This is an optimization exercise on Yosys and OpenROAD, whose aim is small area, a short achievable clock period and few clock cycles per item, not a production implementation. The RTL was checked by simulation tests, not by an equivalence proof against the original design.

==> v21: inputs <==
==> flow/design.v <==
package block_pkg;
    localparam int blk_dim  = 8;
    localparam int blk_size = blk_dim * blk_dim;
    typedef logic [5:0] coef_idx_t;
    localparam coef_idx_t first_ac_idx = coef_idx_t'(1);
    localparam coef_idx_t last_ac_idx  = coef_idx_t'(blk_size - 1);
endpackage
package coef_pkg;
    localparam int run_width = 4;
    typedef logic [run_width-1:0] run_t;
    localparam run_t max_run = run_t'(15);
endpackage
`timescale 1ns/100ps
import block_pkg::*;
module coef_buffer
#(
    parameter int coef_width = 12
) (
    input  logic                                clk,
    input  logic                                load,
    input  logic [blk_size-1:0][coef_width-1:0] block_in,
    input  logic [blk_size-1:1]                 sel,
    output logic [blk_size-1:1]                 sig_in,
    output logic [coef_width-1:0]               coef_out,
    output logic [coef_width-1:0]               dc_data
);
    logic [blk_size-1:1][coef_width-1:0] block_q;
    always_ff @(posedge clk) begin
        if (load) begin
            block_q <= block_in[blk_size-1:1];
            dc_data <= block_in[0];
        end
    end
    always_comb begin
        for (int i = 1; i < blk_size; i++) begin
            sig_in[i] = (block_in[i] != '0);
        end
    end
    always_comb begin
        coef_out = '0;
        for (int i = 1; i < blk_size; i++) begin
            coef_out = coef_out | (block_q[i] & {coef_width{sel[i]}});
        end
    end
endmodule
`timescale 1ns/100ps
import block_pkg::*;
module eob_locator
(
    input  logic [blk_size-1:1] map,
    input  logic [7:0]          g_any,       
    output logic [blk_size-1:1] first,       
    output logic [blk_size-1:1] rest,        
    output logic [7:0]          g_any_rest   
);
    logic [blk_size-1:0] m;
    logic [blk_size-1:0] f;
    logic [blk_size-1:0] r;
    logic [7:0]          g_sel;
    logic [7:0]          g_multi;
    assign m = {map, 1'b0};
    always_comb begin
        for (int g = 0; g < 8; g++) begin
            g_sel[g] = g_any[g];
            for (int h = 0; h < g; h++) begin
                g_sel[g] = g_sel[g] & ~g_any[h];
            end
        end
        for (int g = 0; g < 8; g++) begin
            g_multi[g] = 1'b0;
            for (int j = 0; j < 8; j++) begin
                f[g*8+j] = m[g*8+j];
                for (int k = 0; k < j; k++) begin
                    f[g*8+j] = f[g*8+j] & ~m[g*8+k];
                end
                r[g*8+j] = m[g*8+j] & ~(f[g*8+j] & g_sel[g]);
                g_multi[g] = g_multi[g] | (m[g*8+j] & ~f[g*8+j]);
                f[g*8+j] = f[g*8+j] & g_sel[g];
            end
        end
    end
    assign first      = f[blk_size-1:1];
    assign rest       = r[blk_size-1:1];
    assign g_any_rest = (g_any & ~g_sel) | (g_multi & g_sel);
endmodule
`timescale 1ns/100ps
import block_pkg::*;
import coef_pkg::*;
module run_scanner
#(
    parameter int coef_width = 12
) (
    input  logic                            clk,
    input  logic                            rst,
    input  logic                            start,
    input  logic                            stall,
    input  logic [blk_size-1:1]             sig_in,
    input  logic [coef_width-1:0]           coef_in,
    output logic [blk_size-1:1]             sel,
    output logic                            load,
    output logic                            dc_valid,
    output logic                            ac_valid,
    output logic [coef_width+run_width-1:0] ac_data,
    output logic                            last,
    output logic                            busy
);
    logic [blk_size-1:1] first_q;    
    logic                fv_q;       
    logic [blk_size-1:1] rest_q;     
    block_pkg::coef_idx_t s_q;       
    logic                hold_q;     
    block_pkg::coef_idx_t  hidx_q;
    logic       open_q;              
    logic       oval_q;              
    logic       busy_q;              
    logic       zload_q;             
    logic       busy_w;
    logic [blk_size-1:1] in_first;
    logic [blk_size-1:1] rest_first;
    logic [blk_size-1:1] rest_next;
    logic [7:0]          rga_q;      
    logic [7:0]          rga_next;
    logic                vz_q;       
    logic [7:0]          in_ga;
    logic [7:0]          s_hi_gt, s_hi_eq, s_lo_ge;
    logic                hlast_q;    
    logic [blk_size-1:1] near;       
    logic       in_any, in_any16, rest_any;
    block_pkg::coef_idx_t f_idx;
    block_pkg::coef_idx_t cur_idx;
    logic       zrl_f, zrl_h, zrl, cur_ok, eob, cur_last;
    logic       can_load, push, adv, fin, accept;
    logic       open_n, oval_n, fz_n;
    coef_pkg::run_t run;
    coef_pkg::run_t run_f;
    coef_pkg::run_t rk;
    logic [15:0] f_mod;
    logic [3:0]  f_quad;
    logic [coef_width+run_width-1:0] sym_q;   
    logic        zrl_q;
    logic        last_q;
    always_comb begin
        in_first = '0;
        for (int i = 1; i <= 16; i++) begin
            in_first[i] = sig_in[i];
            for (int k = 1; k < i; k++) begin
                in_first[i] = in_first[i] & ~sig_in[k];
            end
        end
    end
    eob_locator u_rest_first (
        .map        (rest_q),
        .g_any      (rga_q),
        .first      (rest_first),
        .rest       (rest_next),
        .g_any_rest (rga_next)
    );
    always_comb begin
        for (int g = 0; g < 8; g++) begin
            in_ga[g] = 1'b0;
            for (int j = 0; j < 8; j++) begin
                if (g*8 + j >= 1) in_ga[g] = in_ga[g] | (sig_in[g*8+j] & ~in_first[g*8+j]);
            end
        end
    end
    assign sel      = first_q;
    assign busy_w   = busy_q & ~zload_q;
    assign load     = ~busy_w;
    assign busy     = busy_w;
    assign accept   = start & ~busy_w;
    assign in_any   = |sig_in;
    assign in_any16 = |sig_in[16:1];
    assign rest_any = |rga_q;
    always_comb begin
        for (int h = 0; h < 8; h++) begin
            s_hi_gt[h] = (s_q[5:3] > 3'(h));
            s_hi_eq[h] = (s_q[5:3] == 3'(h));
            s_lo_ge[h] = (s_q[2:0] >= 3'(h));
        end
        for (int i = 1; i < blk_size; i++) begin
            if (i <= 16) begin
                near[i] = 1'b1;
            end else begin
                near[i] = s_hi_gt[(i-16)/8] | (s_hi_eq[(i-16)/8] & s_lo_ge[(i-16)%8]);
            end
        end
        for (int k = 0; k < 16; k++) begin
            f_mod[k] = 1'b0;
            for (int q = 0; q < 4; q++) begin
                if (q*16 + k >= 1) f_mod[k] = f_mod[k] | first_q[q*16 + k];
            end
        end
        for (int q = 0; q < 4; q++) begin
            f_quad[q] = 1'b0;
            for (int k = 0; k < 16; k++) begin
                if (q*16 + k >= 1) f_quad[q] = f_quad[q] | first_q[q*16 + k];
            end
        end
        for (int b = 0; b < 4; b++) begin
            f_idx[b] = 1'b0;
            for (int k = 0; k < 16; k++) begin
                if (k[b]) f_idx[b] = f_idx[b] | f_mod[k];
            end
        end
        f_idx[4] = f_quad[1] | f_quad[3];
        f_idx[5] = f_quad[2] | f_quad[3];
        for (int b = 0; b < 4; b++) begin
            run_f[b] = 1'b0;
            for (int k = 0; k < 16; k++) begin
                rk = 4'(k) + ~s_q[3:0];
                run_f[b] = run_f[b] | (f_mod[k] & rk[b]);
            end
        end
    end
    assign cur_ok   = hold_q | fv_q | vz_q;
    assign eob      = ~cur_ok;
    assign cur_idx  = hold_q ? hidx_q : f_idx;
    assign zrl_f    = ~|(first_q & near);
    assign zrl_h    = ({1'b0, hidx_q} > ({1'b0, s_q} + 7'd16));
    assign zrl      = cur_ok & (hold_q ? zrl_h : (~fv_q | zrl_f));
    assign run      = hold_q ? coef_pkg::run_t'(hidx_q[3:0] + ~s_q[3:0]) : run_f;
    assign cur_last = hold_q ? hlast_q : first_q[blk_size-1];
    assign can_load = ~oval_q | ac_valid;
    assign push     = can_load & open_q;
    assign adv      = push & ~hold_q & (fv_q | vz_q);
    assign fin      = push & (eob | (cur_last & ~zrl));
    assign open_n = accept | (open_q & ~fin);
    assign oval_n = (oval_q & ~ac_valid) | push;
    always_comb begin
        if (~busy_w) begin
            fz_n = 1'b0;
        end else if (push & cur_ok & ~zrl) begin
            fz_n = hold_q ? (~fv_q & ~rest_any) : ~rest_any;
        end else if (push & cur_ok) begin
            fz_n = 1'b0;
        end else begin
            fz_n = eob;
        end
    end
    always_ff @(posedge clk) begin
        if (~busy_w) begin
            first_q <= in_first;
            rest_q  <= sig_in & ~in_first;
            rga_q   <= in_ga;
        end else if (adv) begin
            first_q <= rest_first;
            rest_q  <= rest_next;
            rga_q   <= rga_next;
        end
    end
    always_ff @(posedge clk) begin
        if (~busy_w) begin
            s_q <= '0;
        end else if (push & cur_ok) begin
            s_q <= zrl ? block_pkg::coef_idx_t'(s_q + 6'd16) : cur_idx;
        end
    end
    always_ff @(posedge clk) begin
        if (push & ~hold_q) begin
            hidx_q  <= f_idx;
            hlast_q <= first_q[blk_size-1];
        end
    end
    always_ff @(posedge clk) begin
        if (push) begin
            sym_q[coef_width +: run_width] <= eob ? 4'd0 : run;
            if (~hold_q) begin
                sym_q[coef_width-1:0] <= coef_in;
            end
            zrl_q  <= zrl;
            last_q <= eob | cur_last;
        end
    end
    assign ac_data = {sym_q[coef_width +: run_width] | {run_width{zrl_q}},
                      sym_q[coef_width-1:0] & {coef_width{~zrl_q}}};
    assign last    = last_q & ~zrl_q;
    always_ff @(posedge clk or posedge rst) begin
        if (rst) begin
            fv_q     <= 1'b0;
            vz_q     <= 1'b0;
            hold_q   <= 1'b0;
            open_q   <= 1'b0;
            oval_q   <= 1'b0;
            ac_valid <= 1'b0;
            busy_q   <= 1'b0;
            zload_q  <= 1'b0;
            dc_valid <= 1'b0;
        end else begin
            if (~busy_w) begin
                vz_q <= in_any & ~in_any16;
            end else if (adv) begin
                vz_q <= 1'b0;
            end
            if (~busy_w) begin
                fv_q <= in_any16;
            end else if (adv) begin
                fv_q <= rest_any;
            end
            if (~busy_w) begin
                hold_q <= 1'b0;
            end else if (push & cur_ok) begin
                hold_q <= hold_q ? zrl : (fv_q & zrl);
            end
            open_q   <= open_n;
            oval_q   <= oval_n;
            ac_valid <= oval_n & ~stall;
            busy_q   <= open_n & ~(fz_n & (~oval_n | ~stall));
            zload_q  <= accept & ~in_any & (~oval_n | ~stall);
            dc_valid <= accept;
        end
    end
endmodule
`timescale 1ns/100ps
import block_pkg::*;
import coef_pkg::*;
module rle_top
#(
    parameter int coef_width = 12
) (
    input  logic                                clk,
    input  logic                                rst,
    input  logic                                start,
    input  logic                                stall,
    input  logic [blk_size*coef_width-1:0]      block_in,
    output logic                                dc_valid,
    output logic [coef_width-1:0]               dc_data,
    output logic                                ac_valid,
    output logic [coef_width+run_width-1:0]     ac_data,
    output logic                                last,
    output logic                                busy
);
    logic [blk_size-1:1]    sig_in;
    logic [blk_size-1:1]    sel;
    logic                   load;
    logic [coef_width-1:0]  coef_val;
    coef_buffer #(
        .coef_width (coef_width)
    ) u_coef_buffer (
        .clk        (clk),
        .load       (load),
        .block_in   (block_in),
        .sel        (sel),
        .sig_in     (sig_in),
        .coef_out   (coef_val),
        .dc_data    (dc_data)
    );
    run_scanner #(
        .coef_width (coef_width)
    ) u_run_scanner (
        .clk        (clk),
        .rst        (rst),
        .start      (start),
        .stall      (stall),
        .sig_in     (sig_in),
        .coef_in    (coef_val),
        .sel        (sel),
        .load       (load),
        .dc_valid   (dc_valid),
        .ac_valid   (ac_valid),
        .ac_data    (ac_data),
        .last       (last),
        .busy       (busy)
    );
endmodule
==> flow/flow/run.sh <==
#!/bin/bash
# Standard layout, with the smallest buffer on every input and output port
# instead of the delay buffer buffer_ports picks on its own.
set -euo pipefail
export BUFFER_PORTS_ARGS="-buffer_cell sky130_fd_sc_hd__buf_1"
bash standard.sh > standard_flow.log 2>&1
==> flow/standard.sh <==
#!/bin/bash
# synth_recipe.tcl (not shown) runs the flow's synth.tcl, then flattens the netlist and writes it again
# the make line also repeats each setting of config.mk as NAME=value (left out here)
make -C /OpenROAD-flow-scripts/flow DESIGN_CONFIG=/design/flow/config.mk WORK_HOME=/design/flow/orfs CLKGATE_MAP_FILE= SYNTH_SCRIPT=/design/flow/synth_recipe.tcl "${@:-finish}"
==> flow/config.mk <==
export PLATFORM = sky130hd
export DESIGN_NAME = rle_top
export DESIGN_NICKNAME = rle_top
export VERILOG_FILES = /design/flow/design.v
export SDC_FILE = /design/flow/constraint.sdc
export NUM_CORES = 4
export LEC_CHECK = 0
export CAP_MARGIN = 30
export CORE_MARGIN = 2
export CORE_UTILIZATION = 55
export CTS_CLUSTER_DIAMETER = 60
export CTS_CLUSTER_SIZE = 30
export SETUP_SLACK_MARGIN = 2.2
export SLEW_MARGIN = 30
==> flow/constraint.sdc <==
create_clock -name core_clock -period 5.0 [get_ports {clk}]
set_input_delay 1.0000 -clock core_clock [delete_from_list [all_inputs] [get_ports {clk}]]
set_output_delay 1.0000 -clock core_clock [all_outputs]
set_load 0.01 [all_outputs]
==> v37: changes against v21 <==
--- a/flow/design.v
+++ b/flow/design.v
@@ -110,4 +110,5 @@
     block_pkg::coef_idx_t s_q;       
     logic                hold_q;     
+    logic [coef_width-1:0] hval_q;
     block_pkg::coef_idx_t  hidx_q;
     logic       open_q;              
@@ -121,5 +122,4 @@
     logic [7:0]          rga_q;      
     logic [7:0]          rga_next;
-    logic                vz_q;       
     logic [7:0]          in_ga;
     logic [7:0]          s_hi_gt, s_hi_eq, s_lo_ge;
@@ -129,4 +129,5 @@
     block_pkg::coef_idx_t f_idx;
     block_pkg::coef_idx_t cur_idx;
+    logic [coef_width-1:0] cur_val;
     logic       zrl_f, zrl_h, zrl, cur_ok, eob, cur_last;
     logic       can_load, push, adv, fin, accept;
@@ -213,7 +214,8 @@
         end
     end
-    assign cur_ok   = hold_q | fv_q | vz_q;
+    assign cur_ok   = hold_q | fv_q | rest_any;
     assign eob      = ~cur_ok;
     assign cur_idx  = hold_q ? hidx_q : f_idx;
+    assign cur_val  = hold_q ? hval_q : coef_in;
     assign zrl_f    = ~|(first_q & near);
     assign zrl_h    = ({1'b0, hidx_q} > ({1'b0, s_q} + 7'd16));
@@ -223,5 +225,5 @@
     assign can_load = ~oval_q | ac_valid;
     assign push     = can_load & open_q;
-    assign adv      = push & ~hold_q & (fv_q | vz_q);
+    assign adv      = push & ~hold_q & (fv_q | rest_any);
     assign fin      = push & (eob | (cur_last & ~zrl));
     assign open_n = accept | (open_q & ~fin);
@@ -258,4 +260,5 @@
     always_ff @(posedge clk) begin
         if (push & ~hold_q) begin
+            hval_q  <= coef_in;
             hidx_q  <= f_idx;
             hlast_q <= first_q[blk_size-1];
@@ -264,8 +267,5 @@
     always_ff @(posedge clk) begin
         if (push) begin
-            sym_q[coef_width +: run_width] <= eob ? 4'd0 : run;
-            if (~hold_q) begin
-                sym_q[coef_width-1:0] <= coef_in;
-            end
+            sym_q  <= {(eob ? 4'd0 : run), cur_val};
             zrl_q  <= zrl;
             last_q <= eob | cur_last;
@@ -278,5 +278,4 @@
         if (rst) begin
             fv_q     <= 1'b0;
-            vz_q     <= 1'b0;
             hold_q   <= 1'b0;
             open_q   <= 1'b0;
@@ -288,9 +287,4 @@
         end else begin
             if (~busy_w) begin
-                vz_q <= in_any & ~in_any16;
-            end else if (adv) begin
-                vz_q <= 1'b0;
-            end
-            if (~busy_w) begin
                 fv_q <= in_any16;
             end else if (adv) begin
--- a/flow/config.mk
+++ b/flow/config.mk
@@ -6,9 +6,9 @@
 export NUM_CORES = 4
 export LEC_CHECK = 0
-export CAP_MARGIN = 30
+export CAP_MARGIN = 20
 export CORE_MARGIN = 2
-export CORE_UTILIZATION = 55
+export CORE_UTILIZATION = 70
 export CTS_CLUSTER_DIAMETER = 60
 export CTS_CLUSTER_SIZE = 30
 export SETUP_SLACK_MARGIN = 2.2
-export SLEW_MARGIN = 30
+export SLEW_MARGIN = 20
==> v14: changes against v21 <==
--- a/flow/config.mk
+++ b/flow/config.mk
@@ -8,5 +8,5 @@
 export CAP_MARGIN = 30
 export CORE_MARGIN = 2
-export CORE_UTILIZATION = 55
+export CORE_UTILIZATION = 50
 export CTS_CLUSTER_DIAMETER = 60
 export CTS_CLUSTER_SIZE = 30
==> summary.txt <==
Outcome
  • Status: did not finish
  • Last stage reached: global routing
  • Run-stopping error: [ERROR GRT-0232] Routing congestion too high. Check the congestion heatmap in the GUI.

Yosys
  • Seq/Total Area, Yosys: between 70% and 80%
  • Post-Synth Adder-Cell Area: about 1.1%
  • Xor and xnor area share after synthesis: less than 1%
  • Syn_nets: roughly 3500
  • Post-synthesis mux area share: 0.638%
  • Share of flip-flops with an asynchronous set or reset: less than 1%

Floorplan
  • Initial Util: a little under three quarters

Global route
  • GRT met1 Usage: 79.2%

Placement
  • Post-DP HPWL: 151 mm
  • Setup WS pre-CTS: about 1100 ps
the above is filed under v37

==> summary.txt <==
Yosys
  • Post-synthesis mux area share: less than 1%
  • Post-Synth Adder-Cell Area: under 10%
  • Xor and xnor area share after synthesis: 0.113%
  • Share of flip-flops with an asynchronous set or reset: 0.955%
  • Seq/Total Area, Yosys: roughly 70%

Global route
  • M3 GR Usage: between 10% and 20%
  • GRT met1 Usage: between 60% and 70%

Floorplan
  • Initial Util: 50.7%

Placement
  • Post-DP HPWL: roughly 160 mm
  • Setup WS pre-CTS: approximately 850 ps

Outcome
  • Status: no timing/DRC/antenna violations
the above is filed under v14

==> summary.txt <==
Yosys
  • Share of flip-flops with an asynchronous set or reset: 0.955%
  • Syn_nets: 3485
  • Post-Synth Adder-Cell Area: between 1 and 1.5%
  • Seq/Total Area, Yosys: between 70% and 80%
  • Xor and xnor area share after synthesis: less than 1%
  • Post-synthesis mux area share: less than 1%

Floorplan
  • Initial Util: a little under three fifths

Placement
  • Setup WS pre-CTS: between 800 and 900 ps
  • Post-DP HPWL: roughly 160 mm

Global route
  • GRT met1 Usage: about two thirds

Outcome
  • Status: no timing/DRC/antenna violations
the above is filed under v21

Testbench counts of v21, summed over its fixed seeds: cycles 18,882, items 1,280.
Testbench counts of v37, summed over its fixed seeds: cycles 18,882, items 1,280.
Testbench counts of v14, summed over its fixed seeds: cycles 18,882, items 1,280.

[afterwards: timing with drivers on the ports]
The results above use ideal ports. As a check the final layouts listed here were re-extracted and re-timed, cells and wires unchanged. Step 1 sets driving cells, clkbuf_16 on the clock port and buf_2 on the other inputs (assumed; they add their load-dependent delay and slew). Step 2 times the ports against the registers' clock, not the clock port: input delays grow and output delays shrink by t, the midpoint of the rising clock arrivals with the driver on. a / b / c = no drivers / after step 1 / after step 2; a / b = the first two.
run	shift t [ns]	setup slack, ns	hold WS [ns]	worst setup path at the end	worst register clock-pin slew, ns
v21	0.734	1.954 / 1.996 / 1.261	0.335 / 0.288 / 0.555	input to register	0.11 / 0.11
v14	0.713	2.040 / 2.040 / 1.380	0.335 / 0.299 / 0.553	input to register	0.10 / 0.10
After both steps every run listed still meets setup and hold. The setup slack of v21, which loses most, moves by +0.042 ns with the drivers and by -0.693 ns with both steps.
